Source: an optimization exercise on an open RTL-to-GDS flow (aim: small area, a short achievable clock period and few clock cycles). Production flows keep margins and buffers that such runs may drop. Only simulation tests tie the RTL to the original design; equivalence was not proved. Power is estimated from default activity; no workload was simulated.

P:
Design log_record_deframer_core, start of the top module:
module log_record_deframer_core #(
    parameter int unsigned QDEPTH = 2
) (
    input  logic                          i_clk,
    input  logic                          i_rst_n,
    input  logic                          i_cfg_wr_en,
    input  logic [lrd_pkg::CFG_IDX_W-1:0] i_cfg_index,
    input  logic [31:0]                   i_cfg_wr_data,
    input  logic                          i_valid,
    output logic                          o_stall,
    input  logic                          i_func,
    input  logic [7:0]                    i_log_byte,
    output logic                          o_valid,
    input  logic                          i_stall,
    output logic [2:0]                    o_kind,
    output logic [7:0]                    o_payload_byte,
    output logic [63:0]                   o_sequence_res,
    output logic                          o_tombstone,
    output logic [31:0]                   o_key_length,
    output logic [31:0]                   o_value_length,
    output logic                          o_last
);
Size in the first run: about 370 flip-flops, about 190 I/O pins.
Settings: LEC_CHECK=0, ABC_AREA=1, CAP_MARGIN=20, CORE_MARGIN=2, CORE_UTILIZATION=40, CTS_CLUSTER_DIAMETER=100, CTS_CLUSTER_SIZE=25, SLEW_MARGIN=20; clock period 10.0 ns.
standard.sh (not shown) runs the stock make flow with config.mk's settings and CLKGATE_MAP_FILE= SYNTH_SCRIPT=/design/flow/synth_recipe.tcl, a recipe that flattens the netlist after the stock synthesis.
==> flow/flow/run.sh <==
#!/bin/bash
# Standard layout with two changes: the port buffers are the smallest buffer cell
# (buf_1) instead of the default pick, and repair_timing aims for more setup slack than
# the flow settings allow. Every input and output port still gets its own buffer; the
# clock period and constraints are the standard flow's.
set -euo pipefail
export BUFFER_PORTS_ARGS="-buffer_cell sky130_fd_sc_hd__buf_1"
export SETUP_SLACK_MARGIN=6.5
bash standard.sh > standard_flow.log 2>&1
Testbench counts of P, summed over its fixed seeds: cycles 22,746.
Changes in Q relative to P:
diff --git a/flow/flow/run.sh b/flow/flow/run.sh
--- a/flow/flow/run.sh
+++ b/flow/flow/run.sh
@@ -6,4 +6,4 @@
 set -euo pipefail
 export BUFFER_PORTS_ARGS="-buffer_cell sky130_fd_sc_hd__buf_1"
-export SETUP_SLACK_MARGIN=6.5
+export SETUP_SLACK_MARGIN=6.0
 bash standard.sh > standard_flow.log 2>&1
==> comparison <==
Q: done, clean on timing, DRC and antenna. Comparing P and Q, the lower total of cells resized after clock tree synthesis was measured on Q. Delta (Q minus P): non-clock inverter count in the final layout now smaller; clock group share of total power went up by 2.3 points; sum of buffers and inverters on the critical path moved down; final routed wire length divided by cell count -3.5%; share of cell area taken by multi-input logic gates fell 1.0 points. P → Q: buffer share of cell area dropped 1.4 points; wire length after detailed routing fell 5.1%.
--- input diff Q..R ---
diff --git a/flow/flow/run.sh b/flow/flow/run.sh
--- a/flow/flow/run.sh
+++ b/flow/flow/run.sh
@@ -6,4 +6,4 @@
 set -euo pipefail
 export BUFFER_PORTS_ARGS="-buffer_cell sky130_fd_sc_hd__buf_1"
-export SETUP_SLACK_MARGIN=6.0
+export SETUP_SLACK_MARGIN=5.8
 bash standard.sh > standard_flow.log 2>&1
| worst voltage drop across the vdd grid | R vs Q | ≈ equal |
Looking at portion of total power attributed to the clock network, R sits 0.8 points above Q.
Share of the synthesized netlist area taken by xor and xnor gates: Q vs R identical

---

== build 80 ==
Another version of the RTL of log_record_deframer_core (not shown whole).
Size in the first run: ~1800 cells after synthesis, ~370 flip-flops, roughly 190 I/O pins, roughly 0.019 sq mm of cells after synthesis.
==> flow/config.mk <==
export PLATFORM = sky130hd
export DESIGN_NAME = log_record_deframer_core
export DESIGN_NICKNAME = log_record_deframer_core
export VERILOG_FILES = /design/flow/design.v
export SDC_FILE = /design/flow/constraint.sdc
export NUM_CORES = 4
export LEC_CHECK = 0
export CAP_MARGIN = 20
export CORE_MARGIN = 2
export CORE_UTILIZATION = 40
export CTS_CLUSTER_DIAMETER = 100
export CTS_CLUSTER_SIZE = 25
export SLEW_MARGIN = 20
==> flow/constraint.sdc <==
create_clock -name core_clock -period 10.0 [get_ports {i_clk}]
set_input_delay 2.0000 -clock core_clock [delete_from_list [all_inputs] [get_ports {i_clk}]]
set_output_delay 2.0000 -clock core_clock [all_outputs]
set_load 0.01 [all_outputs]
==> flow/flow/run.sh <==
#!/bin/bash
# Standard layout with two changes: the port buffers are the smallest buffer cell
# (buf_1) instead of the default pick, and repair_timing aims for more setup slack than
# the flow settings allow. Every input and output port still gets its own buffer; the
# clock period and constraints are the standard flow's.
set -euo pipefail
export BUFFER_PORTS_ARGS="-buffer_cell sky130_fd_sc_hd__buf_1"
export SETUP_SLACK_MARGIN=7.0
bash standard.sh > standard_flow.log 2>&1
Testbench counts of build 80, summed over its fixed seeds: cycles 22,746.
Input-level comparison between build 61 and build 80:
--- a/flow/flow/run.sh
+++ b/flow/flow/run.sh
@@ -8 +8 @@
-export SETUP_SLACK_MARGIN=7.0
+export SETUP_SLACK_MARGIN=6.0
## What came out
The final layout from build 61, which completed every stage, passed the timing, DRC and antenna checks at the end of the flow.
Between build 80 and build 61, the wire length of the first global-routing pass is higher for build 80.
Build 61: sum of internal, switching and leakage power is 0.000046 W lower than what build 80 reported.
Build 61 against build 80: worst-skew pair later-pin latency increased 0.02 ns, TritonCTS sink count did not really move, buffer count excluding the clock tree in the final layout saw a decrease, number of nets in the final layout saw a decrease.
Of build 80 and build 61, the run reporting the higher total detailed-routing wirelength was build 80.
Between build 80 and build 61, the final clock period utilization by the worst path figures differ only marginally.
> inputs changed (build 61 -> build 60)
- CTS_CLUSTER_SIZE now 30, was 25
- SETUP_SLACK_MARGIN now 5, previously not set
- CTS_CLUSTER_DIAMETER now 60, was 100
==> flow/flow/run.sh <==
#!/bin/bash
# Standard layout, but the port buffers are the smallest buffer cell (buf_1) instead of
# the default pick; every input and output port still gets its own buffer.
set -euo pipefail
export BUFFER_PORTS_ARGS="-buffer_cell sky130_fd_sc_hd__buf_1"
bash standard.sh > standard_flow.log 2>&1
Results
- r_in_byte[5]$_DFFE_PP_ as the launching element of the worst setup path was reported by build 61, and r_in_byte[7]$_DFFE_PP_ by build 60.
- Build 60 vs build 61 — net switching power of the design dropped by more than 10%
- Summary of build 60 over build 61: post-route fraction of the period consumed by the critical path saw an increase; via count saw a decrease; overall die height saw little to no change; clock skew saw little to no change.
- In build 60 the wire length turned out 2.6% lower than in build 61.
- Power for build 60: about 12% down relative to build 61

what the ideal ports hide:
How much do the figures lean on ideal ports? The routed layouts below were timed once more, with nothing changed but the port constraints.
Step 1 sets driving cells, clkbuf_16 on the clock port and buf_2 on the other inputs (assumed; they add their load-dependent delay and slew).
Step 2 times the ports against the registers' clock, not the clock port: input delays grow and output delays shrink by t, the midpoint of the rising clock arrivals with the driver on.
a / b / c = ideal ports / drivers / drivers and shift; a / b = the first two.
run	shift t [ns]	setup slack, ns	worst setup path after step 2	slew at the worst register clock pin (ns)	pins driven straight from the clock port
P	0.611	6.156 / 6.156 / 6.055	input to register	0.11 / 0.11	1
Q	0.602	6.107 / 6.107 / 5.951	input to register	0.11 / 0.11	1
R	0.602	6.024 / 6.024 / 5.960	input to register	0.11 / 0.11	1
build 80	0.597	5.675 / 5.675 / 5.675	register to register	0.11 / 0.11	1
build 61	0.622	5.667 / 5.667 / 5.667	register to register	0.11 / 0.11	1
build 60	0.646	5.176 / 5.176 / 5.176	register to register	0.09 / 0.09	1
After both steps every run listed still meets setup and hold. The setup slack of Q, which loses most, moves by 0.000 ns with the drivers and by -0.156 ns with both steps.
